What follows belongs to an exercise in optimizing a design on an open flow for small area; a production flow would make more cautious choices.
The RTL was checked by simulation tests, not by an equivalence proof against the original design.
Power is estimated from default activity; no workload was simulated.

==> inputs of build 64 <==
## wb_regfile_sb
module wb_regfile_sb #(
  parameter int unsigned           CODE_SIZE = 6,
  parameter int unsigned           REG_SIZE  = 5,
  parameter int unsigned           DATA_SIZE = 32,
  parameter int unsigned           CNT_SIZE  = 3,
  parameter logic [CODE_SIZE-1:0]  OP_LW     = 6'd35,
  parameter logic [CODE_SIZE-1:0]  OP_SW     = 6'd43,
  parameter logic [CODE_SIZE-1:0]  OP_BEQ    = 6'd4,
  parameter logic [CODE_SIZE-1:0]  OP_BNE    = 6'd5,
  parameter logic [CODE_SIZE-1:0]  OP_J      = 6'd2
) (
  input  logic                 clk,
  input  logic                 rst,
  input  logic                 iss_valid,
  input  logic [CODE_SIZE-1:0] iss_icode,
  input  logic [REG_SIZE-1:0]  iss_ri,
  input  logic [REG_SIZE-1:0]  iss_rj,
  input  logic [REG_SIZE-1:0]  iss_rk,
  output logic [DATA_SIZE-1:0] jout,
  output logic [DATA_SIZE-1:0] kout,
  output logic                 stall,
  input  logic [REG_SIZE-1:0]  wb_ri,
  input  logic [CODE_SIZE-1:0] wb_icode,
  input  logic [DATA_SIZE-1:0] wb_mout,
  input  logic [DATA_SIZE-1:0] wb_aout,
  output logic                 sb_err
);
==> module wb_regfile_sb, before the edit <==
module wb_regfile_sb #(
  parameter int unsigned           CODE_SIZE = 6,
  parameter int unsigned           REG_SIZE  = 5,
  parameter int unsigned           DATA_SIZE = 32,
  parameter int unsigned           CNT_SIZE  = 3,
  parameter logic [CODE_SIZE-1:0]  OP_LW     = 6'd35,
  parameter logic [CODE_SIZE-1:0]  OP_SW     = 6'd43,
  parameter logic [CODE_SIZE-1:0]  OP_BEQ    = 6'd4,
  parameter logic [CODE_SIZE-1:0]  OP_BNE    = 6'd5,
  parameter logic [CODE_SIZE-1:0]  OP_J      = 6'd2
) (
  input  logic                 clk,
  input  logic                 rst,
  input  logic                 iss_valid,
  input  logic [CODE_SIZE-1:0] iss_icode,
  input  logic [REG_SIZE-1:0]  iss_ri,
  input  logic [REG_SIZE-1:0]  iss_rj,
  input  logic [REG_SIZE-1:0]  iss_rk,
  output logic [DATA_SIZE-1:0] jout,
  output logic [DATA_SIZE-1:0] kout,
  output logic                 stall,
  input  logic [REG_SIZE-1:0]  wb_ri,
  input  logic [CODE_SIZE-1:0] wb_icode,
  input  logic [DATA_SIZE-1:0] wb_mout,
  input  logic [DATA_SIZE-1:0] wb_aout,
  output logic                 sb_err
);
  localparam int unsigned          NREG    = 2**REG_SIZE;
  localparam logic [CNT_SIZE-1:0]  CNT_MAX = '1;
  localparam logic [CNT_SIZE-1:0]  CNT_ONE = CNT_SIZE'(1);
  function automatic logic f_writes(input logic [CODE_SIZE-1:0] op,
                                    input logic [REG_SIZE-1:0]  r);
    f_writes = (op != '0) && (op != OP_SW) && (op != OP_BEQ) &&
           (op != OP_BNE) && (op != OP_J) && (r != '0);
  endfunction
  logic [DATA_SIZE-1:0] r_regs [NREG];
  logic [CNT_SIZE-1:0]  r_pend [NREG];
  logic                 r_sb_err;
  logic                 w_wb_wr;
  logic [DATA_SIZE-1:0] w_wb_data;
  logic                 w_iss_wr;
  logic                 w_hz_j;
  logic                 w_hz_k;
  logic [NREG-1:0]      w_inc_vec;
  logic [NREG-1:0]      w_dec_vec;
  logic [CNT_SIZE-1:0]  w_pend_nxt [NREG];
  logic                 w_err;
  assign w_wb_wr   = f_writes(wb_icode, wb_ri);
  assign w_wb_data = (wb_icode == OP_LW) ? wb_mout : wb_aout;
  always_comb begin
    w_hz_j = 1'b0;
    w_hz_k = 1'b0;
    if (iss_rj != '0 && r_pend[iss_rj] != '0)
      w_hz_j = !(r_pend[iss_rj] == CNT_ONE && w_wb_wr && wb_ri == iss_rj);
    if (iss_rk != '0 && r_pend[iss_rk] != '0)
      w_hz_k = !(r_pend[iss_rk] == CNT_ONE && w_wb_wr && wb_ri == iss_rk);
  end
  assign stall    = iss_valid && (w_hz_j || w_hz_k);
  assign w_iss_wr = iss_valid && !stall && f_writes(iss_icode, iss_ri);
  always_comb begin
    jout = '0;
    kout = '0;
    if (iss_rj != '0)
      jout = (w_wb_wr && wb_ri == iss_rj) ? w_wb_data : r_regs[iss_rj];
    if (iss_rk != '0)
      kout = (w_wb_wr && wb_ri == iss_rk) ? w_wb_data : r_regs[iss_rk];
  end
  assign w_inc_vec = w_iss_wr ? (NREG'(1) << iss_ri) : '0;
  assign w_dec_vec = w_wb_wr  ? (NREG'(1) << wb_ri)  : '0;
  always_comb begin
    w_err = 1'b0;
    for (int i = 0; i < NREG; i++) begin
      w_pend_nxt[i] = r_pend[i];
      if (i != 0) begin
        if (w_inc_vec[i] && !w_dec_vec[i]) begin
          if (r_pend[i] == CNT_MAX) w_err = 1'b1;
          else                      w_pend_nxt[i] = r_pend[i] + CNT_ONE;
        end else if (w_dec_vec[i] && !w_inc_vec[i]) begin
          if (r_pend[i] == '0) w_err = 1'b1;
          else                 w_pend_nxt[i] = r_pend[i] - CNT_ONE;
        end
      end
    end
  end
  always_ff @(posedge clk) begin
    if (rst) begin
      for (int i = 0; i < NREG; i++) begin
        r_regs[i] <= '0;
        r_pend[i] <= '0;
      end
      r_sb_err <= 1'b0;
    end else begin
      if (w_wb_wr) r_regs[wb_ri] <= w_wb_data;
      for (int i = 1; i < NREG; i++) r_pend[i] <= w_pend_nxt[i];
      if (w_err) r_sb_err <= 1'b1;
    end
  end
  assign sb_err = r_sb_err;
endmodule
==> flow/config.mk <==
export PLATFORM = sky130hd
export DESIGN_NAME = wb_regfile_sb
export DESIGN_NICKNAME = wb_regfile_sb
export VERILOG_FILES = /design/flow/design.v
export SDC_FILE = /design/flow/constraint.sdc
export NUM_CORES = 4
export LEC_CHECK = 0
export CAP_MARGIN = 20
export CORE_MARGIN = 2
export CORE_UTILIZATION = 40
export SLEW_MARGIN = 20
==> flow/constraint.sdc <==
create_clock -name core_clock -period 7.0 [get_ports {clk}]
set_input_delay 1.4000 -clock core_clock [delete_from_list [all_inputs] [get_ports {clk}]]
set_output_delay 1.4000 -clock core_clock [all_outputs]
set_load 0.01 [all_outputs]
run.sh (not shown) runs the stock make flow with config.mk's settings and CLKGATE_MAP_FILE= SYNTH_SCRIPT=/design/flow/synth_recipe.tcl, a recipe that flattens the netlist after the stock synthesis.
==> trial 45: changes against build 64 <==
==> flow/design.v (replaced) <==
module wb_regfile_sb #(
  parameter int unsigned           CODE_SIZE = 6,
  parameter int unsigned           REG_SIZE  = 5,
  parameter int unsigned           DATA_SIZE = 32,
  parameter int unsigned           CNT_SIZE  = 3,
  parameter logic [CODE_SIZE-1:0]  OP_LW     = 6'd35,
  parameter logic [CODE_SIZE-1:0]  OP_SW     = 6'd43,
  parameter logic [CODE_SIZE-1:0]  OP_BEQ    = 6'd4,
  parameter logic [CODE_SIZE-1:0]  OP_BNE    = 6'd5,
  parameter logic [CODE_SIZE-1:0]  OP_J      = 6'd2
) (
  input  logic                 clk,
  input  logic                 rst,
  input  logic                 iss_valid,
  input  logic [CODE_SIZE-1:0] iss_icode,
  input  logic [REG_SIZE-1:0]  iss_ri,
  input  logic [REG_SIZE-1:0]  iss_rj,
  input  logic [REG_SIZE-1:0]  iss_rk,
  output logic [DATA_SIZE-1:0] jout,
  output logic [DATA_SIZE-1:0] kout,
  output logic                 stall,
  input  logic [REG_SIZE-1:0]  wb_ri,
  input  logic [CODE_SIZE-1:0] wb_icode,
  input  logic [DATA_SIZE-1:0] wb_mout,
  input  logic [DATA_SIZE-1:0] wb_aout,
  output logic                 sb_err
);
  localparam int unsigned NREG = 2**REG_SIZE;
  function automatic logic f_writes(input logic [CODE_SIZE-1:0] op,
                                    input logic [REG_SIZE-1:0]  r);
    f_writes = (op != '0) && (op != OP_SW) && (op != OP_BEQ) &&
           (op != OP_BNE) && (op != OP_J) && (r != '0);
  endfunction
  logic [DATA_SIZE-1:0] r_regs [1:NREG-1];
  logic [CNT_SIZE-1:0]  r_pend [1:NREG-1];
  logic                 r_sb_err;
  logic                 w_wb_wr;
  logic                 w_wb_op;
  logic [DATA_SIZE-1:0] w_wb_data;
  logic                 w_iss_wr;
  logic                 w_byp_j, w_byp_k;
  logic [NREG-1:1]      w_wsel;       
  logic [NREG-1:1]      w_isel;       
  logic [NREG-1:1]      w_jsel;       
  logic [NREG-1:1]      w_ksel;
  logic [NREG-1:1]      w_ld;         
  logic [NREG-1:1]      w_keep;       
  logic [NREG-1:1]      w_nz;         
  logic [NREG-1:1]      w_ge2;        
  logic [NREG-1:1]      w_e;          
  logic [CNT_SIZE-1:0]  w_pend_nxt [1:NREG-1];
  logic                 w_ge2_wb;
  logic                 w_hz_j, w_hz_k;
  assign w_wb_op   = (wb_icode != '0) && (wb_icode != OP_SW) && (wb_icode != OP_BEQ) &&
                     (wb_icode != OP_BNE) && (wb_icode != OP_J);
  assign w_wb_wr   = w_wb_op && (wb_ri != '0);
  assign w_wb_data = (wb_icode == OP_LW) ? wb_mout : wb_aout;
  assign w_byp_j = w_wb_op && (wb_ri == iss_rj) && (iss_rj != '0);
  assign w_byp_k = w_wb_op && (wb_ri == iss_rk) && (iss_rk != '0);
  always_comb begin
    for (int i = 1; i < NREG; i++) begin
      w_wsel[i] = w_wb_op && (wb_ri == REG_SIZE'(i));
      w_jsel[i] = !w_byp_j && (iss_rj == REG_SIZE'(i));
      w_ksel[i] = !w_byp_k && (iss_rk == REG_SIZE'(i));
      w_ld[i]   = !rst && w_wsel[i];
      w_keep[i] = !rst && !w_wsel[i];
      w_nz[i]   = r_pend[i] != '0;
      w_ge2[i]  = r_pend[i][CNT_SIZE-1:1] != '0;
    end
  end
  always_comb begin
    jout = {DATA_SIZE{w_byp_j}} & w_wb_data;
    kout = {DATA_SIZE{w_byp_k}} & w_wb_data;
    for (int i = 1; i < NREG; i++) begin
      jout = jout | ({DATA_SIZE{w_jsel[i]}} & r_regs[i]);
      kout = kout | ({DATA_SIZE{w_ksel[i]}} & r_regs[i]);
    end
  end
  always_comb begin
    w_ge2_wb = 1'b0;
    w_hz_j   = w_byp_j;
    w_hz_k   = w_byp_k;
    for (int i = 1; i < NREG; i++)
      w_ge2_wb = w_ge2_wb | (w_wsel[i] && w_ge2[i]);
    w_hz_j = w_hz_j && w_ge2_wb;
    w_hz_k = w_hz_k && w_ge2_wb;
    for (int i = 1; i < NREG; i++) begin
      w_hz_j = w_hz_j | (w_jsel[i] && w_nz[i]);
      w_hz_k = w_hz_k | (w_ksel[i] && w_nz[i]);
    end
  end
  assign stall    = iss_valid && (w_hz_j || w_hz_k);
  assign w_iss_wr = iss_valid && !stall && f_writes(iss_icode, iss_ri);
  always_comb begin
    for (int i = 1; i < NREG; i++) begin
      w_isel[i]     = w_iss_wr && (iss_ri == REG_SIZE'(i));
      w_pend_nxt[i] = r_pend[i];
      w_e[i]        = 1'b0;
      if (w_isel[i] && !w_wsel[i]) begin
        if (r_pend[i] == '1) w_e[i] = 1'b1;
        else                 w_pend_nxt[i] = r_pend[i] + 1'b1;
      end else if (w_wsel[i] && !w_isel[i]) begin
        if (!w_nz[i]) w_e[i] = 1'b1;
        else          w_pend_nxt[i] = r_pend[i] - 1'b1;
      end
    end
  end
  always_ff @(posedge clk) begin
    for (int i = 1; i < NREG; i++) begin
      r_regs[i] <= ({DATA_SIZE{w_ld[i]}} & w_wb_data) | ({DATA_SIZE{w_keep[i]}} & r_regs[i]);
      r_pend[i] <= rst ? '0 : w_pend_nxt[i];
    end
    r_sb_err <= !rst && (r_sb_err || (|w_e));
  end
  assign sb_err = r_sb_err;
endmodule
Settings changed: CTS_BUF_LIST set to sky130_fd_sc_hd__clkbuf_4, CTS_CLUSTER_DIAMETER set to 40, CTS_CLUSTER_SIZE set to 8.
==> comparison table <==
| quantity | trial 45 | build 64 |
|---|---|---|
| Status | failed layout checks | timing/DRC/antenna clean |
| Layout check failures | negative setup slack | - |
| Vias after detailed routing | 61,300 | 46,500 |
| Library cells used by synthesis | 92 | 70 |
| Standby leakage power | 19.2 nW | 24.7 nW |
| Global-route wire length before repair | 410,000 um | 327,000 um |
| Non-clk bufs | 528 | 360 |
| DRT Pass-1 Iters | 8 | 6 |
| Slew of the pin with the lowest slew margin | 1310 ps | 1200 ps |
| Sink Count | 1,086 | 1,118 |
| Top cell type by total area after synthesis | dfxtp_1 | edfxtp_1 |
| Ys Warns | 4 | 3 |
| Fraction of post-synthesis cell area in the top cell type by area | 0.398 | 0.480 |
| Endpoint, Worst Hold | r_regs[1][2]$_DFF_P_ | r_pend[2][2]$_SDFFE_PP0P_ |

## static timing again, ports no longer ideal
How much do the figures lean on ideal ports? The routed layouts below were timed once more, with nothing changed but the port constraints. Step 1 (the two cells are an assumption about what drives the block):
set clk [get_ports {clk}]
set_driving_cell -lib_cell sky130_fd_sc_hd__clkbuf_16 $clk
set_driving_cell -lib_cell sky130_fd_sc_hd__buf_2 [delete_from_list [all_inputs] $clk]
Step 2 moves the port delays by t, midway between the first and last clock arrival at a register: inputs arrive t later, outputs are due t later. That takes back most of the time a late clock gives input paths. a / b / c = no drivers / after step 1 / after step 2; a / b = the first two.
| run | t, ns | slack for setup (ns) | hold WS [ns] |
|---|---|---|---|
| build 64 | 0.830 | 0.198 / 0.173 / 0.173 | 0.604 / 0.604 / 0.604 |
| trial 45 | 1.341 | -0.107 / -0.131 / -0.131 | 0.521 / 0.521 / 0.521 |
For build 64, which loses most, drivers alone change the setup slack by -0.025 ns; drivers and shift together by -0.025 ns.
